What follows belongs to an exercise in optimizing a design on an open flow for small area; a production flow would make more cautious choices. Function was checked by simulation only, so behaviour that the tests miss may differ from the original. Power and IR drop assume default switching activity. The clock port is modelled as an ideal driver; clocking choices that lean on that would not hold on a real chip.

// fm_voice
module fm_voice (
	input logic clk37,
	input logic rst,
	input logic cmd_valid,
	input logic [31:0] cmd_data,
	output logic signed [15:0] sample,
	output logic sample_valid,
	output logic cmd_busy
);
For scale: roughly 2600 flip-flops.
==> flow/config.mk <==
export PLATFORM = sky130hd
export DESIGN_NAME = fm_voice
export DESIGN_NICKNAME = fm_voice
export VERILOG_FILES = /design/flow/design.v
export SDC_FILE = /design/flow/constraint.sdc
export NUM_CORES = 4
export LEC_CHECK = 0
export CAP_MARGIN = 20
export CORE_MARGIN = 2
export CORE_UTILIZATION = 70
export CTS_BUF_LIST = sky130_fd_sc_hd__clkbuf_16
export CTS_CLUSTER_DIAMETER = 60
export CTS_CLUSTER_SIZE = 30
export PLACE_DENSITY = 0.8
export SLEW_MARGIN = 20
==> flow/constraint.sdc <==
create_clock -name core_clock -period 10.0 [get_ports {clk37}]
set_input_delay 2.0000 -clock core_clock [delete_from_list [all_inputs] [get_ports {clk37}]]
set_output_delay 2.0000 -clock core_clock [all_outputs]
set_load 0.01 [all_outputs]
standard.sh (not shown) runs the stock make flow with config.mk's settings and CLKGATE_MAP_FILE= SYNTH_SCRIPT=/design/flow/synth_recipe.tcl, a recipe that flattens the netlist after the stock synthesis.
==> flow/flow/run.sh <==
#!/bin/bash
# The standard layout (standard.sh), except that clock tree synthesis adds
# no dummy loads to balance the tree. The full tool output goes to standard.log
# here and to the ORFS logs under orfs/logs.
set -e
cd "$(dirname "$0")/.."
export CTS_ARGS="-sink_clustering_enable -repair_clock_nets -dont_use_dummy_load -sink_clustering_size 35 -sink_clustering_max_diameter 55 -buf_list sky130_fd_sc_hd__clkbuf_16"
bash standard.sh > standard.log 2>&1
The starting point went through all stages and came out clean.
Change:
==> flow/run.sh (new file) <==
#!/bin/bash
# synth_recipe.tcl (not shown) runs the flow's synth.tcl, then flattens the netlist and writes it again
# the make line also repeats each setting of config.mk as NAME=value (left out here)
make -C /OpenROAD-flow-scripts/flow DESIGN_CONFIG=/design/flow/config.mk WORK_HOME=/design/flow/orfs CLKGATE_MAP_FILE= SYNTH_SCRIPT=/design/flow/synth_recipe.tcl finish
- CORE_UTILIZATION: 70 -> 80
- PLACE_DENSITY: 0.8 -> 0.88
removed: flow/flow/run.sh
removed: flow/standard.sh
What happened:
- The new run produced a layout that fails on max-slew violations
- first-iteration DRC count goes up by 35%
- design area goes up by 0.42%
- via count goes up by 6.8%
- wire length goes up by 15%
- area after synthesis stays the same
- die area goes down by 12%
- clock-buffer cell count goes down by 11
- total power goes up by 2.7%
- maximum frequency goes up by 0.70%
- sequential power barely changes
- hold slack is better by 0.019 ns
Change:
==> flow/flow/run.sh (new file) <==
#!/bin/bash
# The standard layout (standard.sh), except that clock tree synthesis adds
# no dummy loads to balance the tree. The full tool output goes to standard.log
# here and to the ORFS logs under orfs/logs.
set -e
cd "$(dirname "$0")/.."
export CTS_ARGS="-sink_clustering_enable -repair_clock_nets -dont_use_dummy_load -sink_clustering_size 30 -sink_clustering_max_diameter 60 -buf_list sky130_fd_sc_hd__clkbuf_16"
bash standard.sh > standard.log 2>&1
==> flow/standard.sh (new file) <==
#!/bin/bash
# synth_recipe.tcl (not shown) runs the flow's synth.tcl, then flattens the netlist and writes it again
# the make line also repeats each setting of config.mk as NAME=value (left out here)
make -C /OpenROAD-flow-scripts/flow DESIGN_CONFIG=/design/flow/config.mk WORK_HOME=/design/flow/orfs CLKGATE_MAP_FILE= SYNTH_SCRIPT=/design/flow/synth_recipe.tcl "${@:-finish}"
- CORE_UTILIZATION: 80 -> 70
- PLACE_DENSITY: 0.88 -> 0.8
removed: flow/run.sh
=>
- The changed run finished clean
- fmax came out lower by 0.41%
- utilization is lower by 11 points
- wire length decreases by 13%
- design area shrinks by 0.83%
- clock-buffer cell count falls by 2
- clock skew is higher by 0.062 ns
Change:
- CAP_MARGIN: 20 -> 0
- GPL_TIMING_DRIVEN: default -> 0
- SLEW_MARGIN: 20 -> 0
Result: Cell count increases by 3.1%; sequential share of layout area goes down by 0.95 points; worst setup slack got worse by 0.11 ns; count of clock-buffer cells in the layout came out higher by 11; cell area grows by 1.4%; wire length rises by 17%.
Change:
--- a/flow/flow/run.sh
+++ b/flow/flow/run.sh
@@ -5,4 +5,5 @@
 set -e
 cd "$(dirname "$0")/.."
+export BUFFER_PORTS_ARGS="-buffer_cell sky130_fd_sc_hd__buf_1"
 export CTS_ARGS="-sink_clustering_enable -repair_clock_nets -dont_use_dummy_load -sink_clustering_size 30 -sink_clustering_max_diameter 60 -buf_list sky130_fd_sc_hd__clkbuf_16"
 bash standard.sh > standard.log 2>&1
- CAP_MARGIN: 0 -> 20
- GPL_TIMING_DRIVEN: 0 -> default
- SLEW_MARGIN: 0 -> 20
=> Cell area decreases by 1.3%. Non-clock buffer count decreases by 196. Hold slack improves by 0.0060 ns. Power decreases by 0.49%. Wire length decreases by 14%. First-iteration DRC count decreases by 23%. Worst setup slack improves by 0.14 ns. Critical path depth increases by 2.


== P ==
fm_voice, a different RTL version from the one above (not shown whole).
Size: ~4200 cells after synthesis, about 2600 flip-flops, about 53 I/O pins, about 0.068 sq mm of cells after synthesis.
==> flow/config.mk <==
export PLATFORM = sky130hd
export DESIGN_NAME = fm_voice
export DESIGN_NICKNAME = fm_voice
export VERILOG_FILES = /design/flow/design.v
export SDC_FILE = /design/flow/constraint.sdc
export NUM_CORES = 4
export LEC_CHECK = 0
export ABC_AREA = 1
export CAP_MARGIN = 20
export CORE_MARGIN = 2
export CORE_UTILIZATION = 75
export PLACE_DENSITY = 0.85
export SLEW_MARGIN = 20
==> flow/constraint.sdc <==
create_clock -name core_clock -period 10.0 [get_ports {clk37}]
set_input_delay 2.0000 -clock core_clock [delete_from_list [all_inputs] [get_ports {clk37}]]
set_output_delay 2.0000 -clock core_clock [all_outputs]
set_load 0.01 [all_outputs]
==> flow/flow/run.sh <==
#!/bin/bash
# The standard layout (standard.sh) with three changes:
# - synthesis maps the logic with ABC's mapper told to relax delay in favour of area: the ORFS scripts
#   are copied to ./orfs_scripts unchanged except abc_area.script (ABC_AREA is
#   set in config.mk), and SCRIPTS_DIR points there;
# - the input and output ports are buffered with the smallest buffer (buf_1);
# - clock tree synthesis adds no dummy loads to balance the tree (leaf clusters
#   of up to 33 sinks within 90 um, clkbuf_16 only).
# The full tool output goes to standard.log here and to the ORFS logs under
# orfs/logs.
set -e
cd "$(dirname "$0")/.."
rm -rf orfs_scripts
cp -r "$FLOW_HOME/scripts" orfs_scripts
printf '&get -n\n&st\n&dch\n&nf -R 1000 -p\n&put\ntopo\nstime -c\n' > orfs_scripts/abc_area.script
export SCRIPTS_DIR="$PWD/orfs_scripts"
export BUFFER_PORTS_ARGS="-buffer_cell sky130_fd_sc_hd__buf_1"
export CTS_ARGS="-sink_clustering_enable -repair_clock_nets -dont_use_dummy_load -sink_clustering_size 33 -sink_clustering_max_diameter 90 -buf_list sky130_fd_sc_hd__clkbuf_16"
bash standard.sh > standard.log 2>&1
What T does differently from P at the input level:
Settings: PLACE_DENSITY changed from 0.85 to 0.8.
==> comparison <==
Between T and P, period utilization is higher for P, T comes in under that. Run comparison: T first element of the critical path mag[1]$_SDFF_PN0_; P first element of the critical path z0$_SDFF_PP1_. Diff P -> T | detailed-route vias per instance | decrease of 3.6%. Summary of T over P: placeable core region comparable, first-pass GRT wire length has decreased.


== garnet ==
Another version of the RTL of fm_voice (not shown whole).
For scale: ~5,600 cells after synthesis, about 2,600 flip-flops, about 72,000 um^2 of cells after synthesis.
clock: 10.0 ns
lec_check: 0
abc_area: 1
cap_margin: 20
core_margin: 2
core_utilization: 70
cts_buf_list: sky130_fd_sc_hd__clkbuf_16
cts_cluster_diameter: 60
cts_cluster_size: 30
place_density: 0.8
slew_margin: 20
==> flow/flow/run.sh <==
#!/bin/bash
# The standard layout (standard.sh), except that clock tree synthesis adds
# no dummy loads to balance the tree. The full tool output goes to standard.log
# here and to the ORFS logs under orfs/logs.
set -e
cd "$(dirname "$0")/.."
export BUFFER_PORTS_ARGS="-buffer_cell sky130_fd_sc_hd__buf_1"
export REMOVE_ABC_BUFFERS=1
export CTS_ARGS="-sink_clustering_enable -repair_clock_nets -dont_use_dummy_load -sink_clustering_size 30 -sink_clustering_max_diameter 60 -buf_list sky130_fd_sc_hd__clkbuf_16"
bash standard.sh > standard.log 2>&1
garnet finished every step from synthesis to the final layout, and the layout passed the timing, DRC and antenna checks.
Setup changes, garnet to pepper
==> flow/flow/run.sh <==
#!/bin/bash
# The standard layout (standard.sh) with two changes: the input and output
# ports are buffered with the smallest buffer (buf_1), and clock tree synthesis
# adds no dummy loads to balance the tree (leaf clusters of up to 30 sinks within 100 um,
# clkbuf_16 only). The full tool output goes to standard.log here and to the
# ORFS logs under orfs/logs.
set -e
cd "$(dirname "$0")/.."
export BUFFER_PORTS_ARGS="-buffer_cell sky130_fd_sc_hd__buf_1"
export CTS_ARGS="-sink_clustering_enable -repair_clock_nets -dont_use_dummy_load -sink_clustering_size 30 -sink_clustering_max_diameter 100 -buf_list sky130_fd_sc_hd__clkbuf_16"
bash standard.sh > standard.log 2>&1
--- a/flow/config.mk
+++ b/flow/config.mk
@@ -11,5 +11,2 @@
-export CORE_UTILIZATION = 70
-export CTS_BUF_LIST = sky130_fd_sc_hd__clkbuf_16
-export CTS_CLUSTER_DIAMETER = 60
-export CTS_CLUSTER_SIZE = 30
-export PLACE_DENSITY = 0.8
+export CORE_UTILIZATION = 75
+export PLACE_DENSITY = 0.85
--- outcome ---
- Die height: pepper vs garnet down about 3.3%
- Maximum ir drop on the vdd rail: pepper > garnet
- Area of the core region (pepper vs. garnet) decreases by a few percent
- In the reports for pepper and garnet, the larger final-layout clock buffer total belongs to garnet.
- | combinational power | garnet vs pepper | ≈ equal |

re-timing with driven ports:
No port has a modelled driver above. Below, the same layouts with a new extraction and two added sets of constraints.
Step 1, drivers: a clkbuf_16 drives clk37 and a buf_2 each remaining input, both assumed.
Step 2 times the ports against the registers' clock, not the clock port: input delays grow and output delays shrink by t, the midpoint of the rising clock arrivals with the driver on.
Three values: no drivers, after step 1, after step 2; two values: the first two.
run	t (ns)	setup slack, ns	worst hold slack (ns)	worst setup path at the end
the first run of note 1	0.797	0.368 / 0.368 / 0.368	0.284 / 0.284 / 0.284	register to register
the second run of note 1	0.808	0.434 / 0.434 / 0.434	0.304 / 0.304 / 0.304	register to register
the third run of note 1	0.766	0.395 / 0.395 / 0.395	0.256 / 0.256 / 0.256	register to register
the fourth run of note 1	0.808	0.289 / 0.289 / 0.289	0.259 / 0.259 / 0.259	register to register
the fifth run of note 1	0.799	0.430 / 0.430 / 0.430	0.265 / 0.265 / 0.265	register to register
P	0.754	0.341 / 0.341 / 0.341	0.264 / 0.264 / 0.264	register to register
T	0.736	0.366 / 0.366 / 0.366	0.314 / 0.314 / 0.314	register to register
garnet	0.765	0.412 / 0.412 / 0.412	0.269 / 0.269 / 0.269	register to register
pepper	0.758	0.301 / 0.301 / 0.301	0.259 / 0.259 / 0.259	register to register
